Source: an optimization exercise on an open RTL-to-GDS flow (aim: small area). Production flows keep margins and buffers that such runs may drop.
In this exercise RTL edits were held to simulation tests only and were not proved equivalent to the original.
Power and IR drop assume default switching activity. No driver is modelled on the clock port, so clocking that relies on it looks cheaper here than on a real chip.

==> job 2625: inputs <==
==> flow/design.v <==
`timescale 1ns/1ps
`default_nettype none
module tlc_driver_top (
	input  wire          clk,
	input  wire          rst_n,
	input  wire [719:0]  frame_in,
	input  wire          frame_req,
	output logic         frame_ack,
	output logic [3:0]   sin,
	output logic         sclk,
	output logic         xlat,
	output logic         blank,
	output logic         gsclk
);
	logic         store, hold;
	logic         ack_n;           
	logic         valid;           
	logic [719:0] frame;           
	assign store = frame_req & ~frame_ack;
	assign hold  = ~frame_req | ~ack_n;
	always_ff @(posedge clk or negedge rst_n) begin
		if (!rst_n) begin
			frame_ack <= 1'b0;
			ack_n     <= 1'b1;
			valid     <= 1'b0;
		end else begin
			frame_ack <= frame_req;
			ack_n     <= ~frame_req;
			valid     <= valid | store;
		end
	end
	always_ff @(posedge clk)
		frame <= (frame_in & {720{store}}) | (frame & {720{hold}});
	logic [2:0] r;        
	logic [2:0] s;        
	logic [5:0] k;        
	logic       tail;     
	logic       first;    
	logic [2:0] cup;
	logic       ld;       
	assign ld = tail & (r == 3'd6);
	always_ff @(posedge clk or negedge rst_n) begin
		if (!rst_n) begin
			r     <= 3'd6;
			s     <= 3'd6;
			k     <= 6'd0;
			tail  <= 1'b1;
			first <= 1'b1;
			cup   <= 3'd0;
		end else begin
			r <= r + 3'd1;
			if (r == 3'd7)
				tail <= (s == 3'd6);
			if (r == 3'd6) begin
				if (s == 3'd6) begin
					s <= 3'd5;
					k <= 6'd11;
				end else if (k == 6'd0) begin
					s <= (s == 3'd0) ? 3'd6 : s - 3'd1;
					k <= 6'd35;
				end else begin
					k <= k - 6'd1;
				end
			end
			if (tail && r == 3'd5) begin
				first <= 1'b0;
				cup   <= (cup == 3'd4) ? 3'd0 : cup + 3'd1;
			end
		end
	end
	logic [35:0] shadow [4];
	logic [4:0]  sel;
	logic        keep;
	always_comb
		for (int c = 0; c < 5; c++)
			sel[c] = ld & valid & (cup == 3'(c));
	assign keep = ~ld;
	always_ff @(posedge clk)
		for (int l = 0; l < 4; l++) begin
			logic [35:0] nxt;
			nxt = shadow[l] & {36{keep}};
			for (int c = 0; c < 5; c++)
				nxt = nxt | (frame[(3-l)*180 + c*36 +: 36] & {36{sel[c]}});
			shadow[l] <= nxt;
		end
	logic win;
	assign win = (s == cup);
	always_ff @(posedge clk or negedge rst_n) begin
		if (!rst_n)
			sin <= 4'd0;
		else if (r == 3'd7 && s != 3'd6)
			for (int l = 0; l < 4; l++)
				sin[l] <= win & shadow[l][k];
	end
	assign sclk  = r[2] & ~tail;
	assign blank = first | (tail & (r != 3'd0) & (r <= 3'd5));
	assign xlat  = tail & (r >= 3'd2) & (r <= 3'd4);
	assign gsclk = ~first & ~r[1] & (~tail | (r == 3'd0));
endmodule
`default_nettype wire
==> flow/flow/run.sh <==
#!/bin/bash
# Standard ORFS layout with two changes:
#  - port buffers use buf_1 instead of the default clkdlybuf4s50_1
#  - CTS: clkbuf_16 in larger sink clusters, no dummy loads
set -euo pipefail
export BUFFER_PORTS_ARGS="-buffer_cell sky130_fd_sc_hd__buf_1"
export CTS_ARGS="-sink_clustering_enable -repair_clock_nets -buf_list sky130_fd_sc_hd__clkbuf_16 -sink_clustering_size 28 -sink_clustering_max_diameter 120 -dont_use_dummy_load"
bash standard.sh > standard.log 2>&1
==> flow/standard.sh <==
#!/bin/bash
# synth_recipe.tcl (not shown) runs the flow's synth.tcl, then flattens the netlist and writes it again
# the make line also repeats each setting of config.mk as NAME=value (left out here)
make -C /OpenROAD-flow-scripts/flow DESIGN_CONFIG=/design/flow/config.mk WORK_HOME=/design/flow/orfs CLKGATE_MAP_FILE= SYNTH_SCRIPT=/design/flow/synth_recipe.tcl "${@:-finish}"
==> flow/config.mk <==
export PLATFORM = sky130hd
export DESIGN_NAME = tlc_driver_top
export DESIGN_NICKNAME = tlc_driver_top
export VERILOG_FILES = /design/flow/design.v
export SDC_FILE = /design/flow/constraint.sdc
export NUM_CORES = 4
export LEC_CHECK = 0
export CAP_MARGIN = 20
export CORE_MARGIN = 2
export CORE_UTILIZATION = 55
export SLEW_MARGIN = 20
==> flow/constraint.sdc <==
create_clock -name core_clock -period 8.0 [get_ports {clk}]
set_input_delay 1.6000 -clock core_clock [delete_from_list [all_inputs] [get_ports {clk}]]
set_output_delay 1.6000 -clock core_clock [all_outputs]
set_load 0.01 [all_outputs]
==> job 3128 (differences from job 2625) <==
==> flow/run.sh (new file) <==
#!/bin/bash
# synth_recipe.tcl (not shown) runs the flow's synth.tcl, then flattens the netlist and writes it again
# the make line also repeats each setting of config.mk as NAME=value (left out here)
make -C /OpenROAD-flow-scripts/flow DESIGN_CONFIG=/design/flow/config.mk WORK_HOME=/design/flow/orfs CLKGATE_MAP_FILE= SYNTH_SCRIPT=/design/flow/synth_recipe.tcl finish
Settings changed: CAP_MARGIN 20 to 0, CTS_BUF_LIST set to sky130_fd_sc_hd__clkbuf_8, CTS_CLUSTER_DIAMETER set to 60, CTS_CLUSTER_SIZE set to 18, SLEW_MARGIN 20 to 0.
removed: flow/flow/run.sh
removed: flow/standard.sh
==> job 719 (differences from job 2625) <==
==> flow/flow/run.sh (replaced) <==
#!/bin/bash
# Standard ORFS layout with two changes:
#  - port buffers use buf_1 instead of the default clkdlybuf4s50_1
#  - CTS uses clkbuf_8 with no dummy loads
set -euo pipefail
export BUFFER_PORTS_ARGS="-buffer_cell sky130_fd_sc_hd__buf_1"
export CTS_ARGS="-sink_clustering_enable -repair_clock_nets -buf_list sky130_fd_sc_hd__clkbuf_8 -dont_use_dummy_load"
bash standard.sh > standard.log 2>&1
Settings changed: CORE_UTILIZATION 55 to 40.
==> results.txt <==
Job 719 completed with no timing, DRC or antenna violations. Job 2625 completed with no timing, DRC or antenna violations. Job 3128 finished clean. The highest combinational power belongs to job 3128, the lowest to job 2625. In clock power, job 2625 and job 3128 hardly differ. Via count: job 2625 < job 3128 < job 719. Hold slack: job 3128 > job 2625 > job 719. Power, highest first: job 719, job 3128, job 2625.
==> figures <==
                                                                     job 2625       job 719             job 3128
Tapcells inserted                                                         748           978                  748
Slowest stage delay, CP                                               0.90 ns       0.89 ns              0.66 ns
Die area                                                          0.05748 mm2   0.07864 mm2          0.05748 mm2
Placed cell area                                                  0.03341 mm2   0.03375 mm2          0.03801 mm2
Total routed wire length on the met1 layer                           39480 um      42990 um             40010 um
Number of standard cells in the layout, taps in and fillers out          3842          4163                 3898
Result of the run                                    timing/DRC/antenna clean  timing/DRC/antenna clean  timing/DRC/antenna clean
Element type at the critical path end                                    flop          flop          output port
Power per cell area                                              243.2 mW/mm2  265.0 mW/mm2         220.8 mW/mm2
Clock tree skew after final layout                                 0.04685 ns    0.07700 ns           0.03042 ns
Detail Placement HPWL                                                68400 um      73570 um             71440 um
Type of the worst setup path                                     flop to flop  flop to flop  flop to output port

* * *

==> job 4152: inputs <==
RTL: the design.v shown in full above, as it stands there.
clock: 8.0 ns
lec_check: 0
cap_margin: 20
core_margin: 2
core_utilization: 70
slew_margin: 20
standard.sh (not shown) runs the stock make flow with config.mk's settings and CLKGATE_MAP_FILE= SYNTH_SCRIPT=/design/flow/synth_recipe.tcl, a recipe that flattens the netlist after the stock synthesis.
==> flow/flow/run.sh <==
#!/bin/bash
# Standard ORFS layout with two changes:
#  - port buffers use buf_1 instead of the default clkdlybuf4s50_1
#  - CTS: clkbuf_16 in larger sink clusters, no dummy loads
set -euo pipefail
export BUFFER_PORTS_ARGS="-buffer_cell sky130_fd_sc_hd__buf_1"
export CTS_ARGS="-sink_clustering_enable -repair_clock_nets -buf_list sky130_fd_sc_hd__clkbuf_16 -sink_clustering_size 30 -sink_clustering_max_diameter 200 -dont_use_dummy_load"
bash standard.sh > standard.log 2>&1
==> job 8852 (differences from job 4152) <==
==> flow/flow/run.sh (replaced) <==
#!/bin/bash
# Standard ORFS layout with two changes:
#  - port buffers use buf_1 instead of the default clkdlybuf4s50_1
#  - CTS: clkbuf_16 in larger sink clusters, no dummy loads
set -euo pipefail
export BUFFER_PORTS_ARGS="-buffer_cell sky130_fd_sc_hd__buf_1"
export CTS_ARGS="-sink_clustering_enable -repair_clock_nets -buf_list {sky130_fd_sc_hd__clkbuf_8 sky130_fd_sc_hd__clkbuf_16} -sink_clustering_size 17 -sink_clustering_max_diameter 80 -dont_use_dummy_load"
bash standard.sh > standard.log 2>&1
CAP_MARGIN = 0   (was 20)
CORE_UTILIZATION = 55   (was 70)
SLEW_MARGIN = 0   (was 20)
==> impl_results.md <==
* Status: finished clean
* Pre-antenna DRT Iters at 10
* Vias/cell at 7.01
* Total GRT Usage at 41.3%
* Metal-1 WL at 36.7 mm
* FF-to-FF End: shadow[3][31]
* Die Area at 0.0454 mm²
* Dpl hpwl at 66.8 mm
* Max VDD drop at 0.000190 V
* Worst Path Arrival at 4.48 ns
* Combinational cell power at 0.918 mW
* Worst-path fanout max at 79
the above is filed under job 4152

==> impl_results.md <==
* Status: finished clean
* Dpl hpwl at around 69 mm
* Final core utilization at between 60 and 70%
* Worst Path Arrival at 4.43 ns
* FF-to-FF End: shadow[2][6]
* Metal-1 WL at 40.4 mm
* Pre-antenna DRT Iters at 9
* Die Area at 0.0575 mm²
* Initial antenna violation count at 74
* Combinational cell power at 0.908 mW
* Max VDD drop at 0.000175 V
* Met1 Resource Use GR at 42.5%
* Vias/cell at roughly 6.5
the above is filed under job 8852


* * *

==> inputs of fjord <==
Starts from the design.v that is shown in full above.
export LEC_CHECK = 0
export CAP_MARGIN = 0
export CORE_MARGIN = 2
export CORE_UTILIZATION = 55
export SLEW_MARGIN = 0
create_clock -name core_clock -period 8.0 [get_ports {clk}]
==> flow/flow/run.sh <==
#!/bin/bash
# Standard ORFS layout with two changes:
#  - port buffers use buf_1 instead of the default clkdlybuf4s50_1
#  - CTS: clkbuf_16 in larger sink clusters, no dummy loads
set -euo pipefail
export BUFFER_PORTS_ARGS="-buffer_cell sky130_fd_sc_hd__buf_1"
export CTS_ARGS="-sink_clustering_enable -repair_clock_nets -buf_list sky130_fd_sc_hd__clkbuf_16 -sink_clustering_size 31 -sink_clustering_max_diameter 100 -dont_use_dummy_load"
bash standard.sh > standard.log 2>&1
==> onyx: changes against fjord <==
==> flow/flow/run.sh (replaced) <==
#!/bin/bash
# Standard ORFS layout with two changes:
#  - port buffers use buf_1 instead of the default clkdlybuf4s50_1
#  - CTS: clkbuf_16 in larger sink clusters, no dummy loads
set -euo pipefail
export BUFFER_PORTS_ARGS="-buffer_cell sky130_fd_sc_hd__buf_1"
export CTS_ARGS="-sink_clustering_enable -repair_clock_nets -buf_list sky130_fd_sc_hd__clkbuf_16 -sink_clustering_size 24 -sink_clustering_max_diameter 150 -dont_use_dummy_load"
bash standard.sh > standard.log 2>&1
Settings changed: CAP_MARGIN 0 to 20, CORE_UTILIZATION 55 to 40, SLEW_MARGIN 0 to 20.
==> results.txt <==
Met1 Routed Length=42500 um; number of global-route vias before repair=24791; Int Pwr=0.00650 W; P_leak=13.7 nW; routed wl met2=51700 um; status=timing/DRC/antenna clean; Peak VDD IR=156 uV; crit-path max FO=73
Source of the figures above: onyx

==> results.txt <==
status=timing/DRC/antenna clean; mux cell area share after synthesis=0.0285; number of global-route vias before repair=23569; routed wl met2=49100 um; crit-path max FO=78; Int Pwr=0.00635 W; Peak VDD IR=189 uV; placed cell count=3739; Met1 Routed Length=39900 um
Source of the figures above: fjord


* * *

==> inputs of try-cedar <==
// tlc_driver_top: RTL as listed in full above, without the edits since
==> flow/config.mk <==
export PLATFORM = sky130hd
export DESIGN_NAME = tlc_driver_top
export DESIGN_NICKNAME = tlc_driver_top
export VERILOG_FILES = /design/flow/design.v
export SDC_FILE = /design/flow/constraint.sdc
export NUM_CORES = 4
export LEC_CHECK = 0
export CAP_MARGIN = 0
export CORE_MARGIN = 2
export CORE_UTILIZATION = 55
export SLEW_MARGIN = 0
==> flow/constraint.sdc <==
create_clock -name core_clock -period 8.0 [get_ports {clk}]
set_input_delay 1.6000 -clock core_clock [delete_from_list [all_inputs] [get_ports {clk}]]
set_output_delay 1.6000 -clock core_clock [all_outputs]
set_load 0.01 [all_outputs]
==> flow/flow/run.sh <==
#!/bin/bash
# Standard ORFS layout with two changes:
#  - port buffers use buf_1 instead of the default clkdlybuf4s50_1
#  - CTS: clkbuf_16 in larger sink clusters, no dummy loads
set -euo pipefail
export BUFFER_PORTS_ARGS="-buffer_cell sky130_fd_sc_hd__buf_1"
export CTS_ARGS="-sink_clustering_enable -repair_clock_nets -buf_list sky130_fd_sc_hd__clkbuf_8 -root_buf sky130_fd_sc_hd__clkbuf_16 -sink_clustering_size 20 -sink_clustering_max_diameter 60 -dont_use_dummy_load"
bash standard.sh > standard.log 2>&1
==> try-yarrow: changes against try-cedar <==
--- a/flow/design.v
+++ b/flow/design.v
@@ -13,19 +13,16 @@
 	output logic         gsclk
 );
 	logic         store, hold;
-	logic         ack_n;           
 	logic         valid;           
 	logic [719:0] frame;           
 	assign store = frame_req & ~frame_ack;
-	assign hold  = ~frame_req | ~ack_n;
+	assign hold  = ~frame_req | frame_ack;
 	always_ff @(posedge clk or negedge rst_n) begin
 		if (!rst_n) begin
 			frame_ack <= 1'b0;
-			ack_n     <= 1'b1;
 			valid     <= 1'b0;
 		end else begin
 			frame_ack <= frame_req;
-			ack_n     <= ~frame_req;
 			valid     <= valid | store;
 		end
 	end
==> flow/run.sh (new file) <==
#!/bin/bash
# synth_recipe.tcl (not shown) runs the flow's synth.tcl, then flattens the netlist and writes it again
# the make line also repeats each setting of config.mk as NAME=value (left out here)
make -C /OpenROAD-flow-scripts/flow DESIGN_CONFIG=/design/flow/config.mk WORK_HOME=/design/flow/orfs CLKGATE_MAP_FILE= SYNTH_SCRIPT=/design/flow/synth_recipe.tcl finish
--- a/flow/config.mk
+++ b/flow/config.mk
@@ -5,7 +5,7 @@
 export SDC_FILE = /design/flow/constraint.sdc
 export NUM_CORES = 4
 export LEC_CHECK = 0
-export CAP_MARGIN = 0
+export CAP_MARGIN = 20
 export CORE_MARGIN = 2
-export CORE_UTILIZATION = 55
-export SLEW_MARGIN = 0
+export CORE_UTILIZATION = 40
+export SLEW_MARGIN = 20
removed: flow/flow/run.sh
removed: flow/standard.sh
==> try-raven: changes against try-cedar <==
==> flow/flow/run.sh (replaced) <==
#!/bin/bash
# Standard ORFS layout with two changes:
#  - port buffers use buf_1 instead of the default clkdlybuf4s50_1
#  - CTS: clkbuf_16 in larger sink clusters, no dummy loads
set -euo pipefail
export BUFFER_PORTS_ARGS="-buffer_cell sky130_fd_sc_hd__buf_1"
export CTS_ARGS="-sink_clustering_enable -repair_clock_nets -buf_list sky130_fd_sc_hd__clkbuf_8 -sink_clustering_size 18 -sink_clustering_max_diameter 60 -dont_use_dummy_load"
bash standard.sh > standard.log 2>&1
==> results.txt <==
	try-yarrow	try-raven	try-cedar
GR met2 Demand/Resource	39.3%	53.8%	53.5%
Max FO, Critical Path	7	7	78
Portion of total power attributed to the clock network	42.0%	24.1%	24.3%
Y dimension of the die	282 um	240 um	240 um
First-pass GRT wire length	132000 um	148000 um	147000 um
Fraction of standard cell area in multi-input logic	12.5%	33.7%	33.7%
All-Layer GR Usage	23.0%	33.7%	33.5%
CP dominant cell by count	sky130_fd_sc_hd__inv_1	sky130_fd_sc_hd__inv_1	-
Run status	complete, no violations	complete, no violations	complete, no violations
Power dissipated by switching net loads	2.00 mW	2.03 mW	2.00 mW
Simple logic cell fraction of the synthesized area	2.65%	2.93%	2.93%
Largest stage delay on the critical path	0.58 ns	0.62 ns	0.90 ns
Most common cell after layout, fill and taps aside	sky130_fd_sc_hd__clkdlybuf4s50_1	sky130_fd_sc_hd__dfxtp_1	sky130_fd_sc_hd__dfxtp_1
Slew Limit Headroom	24.5%	12.3%	13.9%
DP Cell Count	3286	3739	3739
Gate power share	5.3%	11.1%	11.0%
Flip-flop and latch count	887	888	888
Sequential-to-total area share from yosys stat	81.1%	58.6%	58.6%
Leakage power	14.6 nW	13.6 nW	13.6 nW
Proportion of power drawn by flip-flops and latches	52.8%	64.9%	64.7%
Buffers excl. clock	755	750	750
Portion of netlist area occupied by mux cells	3.27%	2.85%	2.85%

afterwards: timing with drivers on the ports:
How much do the figures lean on ideal ports? The routed layouts below were timed once more, with nothing changed but the port constraints. Step 1 (the two cells are an assumption about what drives the block):
set clk [get_ports {clk}]
set_driving_cell -lib_cell sky130_fd_sc_hd__clkbuf_16 $clk
set_driving_cell -lib_cell sky130_fd_sc_hd__buf_2 [delete_from_list [all_inputs] $clk]
Step 2 adds t to the input delays and takes it off the output delays; t is the mean of the earliest and latest rising clock arrival at the registers after step 1. Input paths then give back, and output paths get back, about the clock's delay inside the block. Slacks: no drivers / after step 1 / after step 2; pairs: no drivers / after step 1.
run | t, ns | setup WS [ns] | worst setup path at the end | pins driven straight from the clock port
job 2625 | 0.658 | 4.183 / 4.183 / 3.985 | input to register | 1
job 3128 | 0.778 | 3.733 / 3.671 / 3.531 | input to register | 1
job 719 | 0.806 | 4.143 / 4.112 / 3.924 | input to register | 1
job 4152 | 0.639 | 4.067 / 4.067 / 4.020 | input to register | 1
job 8852 | 0.688 | 4.135 / 4.135 / 4.028 | input to register | 1
fjord | 0.637 | 4.189 / 4.189 / 3.966 | input to register | 1
onyx | 0.655 | 4.076 / 4.076 / 3.903 | input to register | 1
try-cedar | 0.643 | 4.179 / 4.179 / 4.010 | input to register | 1
try-yarrow | 0.692 | 3.969 / 3.904 / 3.607 | input to register | 1
try-raven | 0.762 | 4.145 / 4.084 / 4.018 | input to register | 1
After both steps setup and hold are still met in every run listed. The setup slack of try-yarrow, which loses most, moves by -0.065 ns with the drivers and by -0.362 ns with both steps.
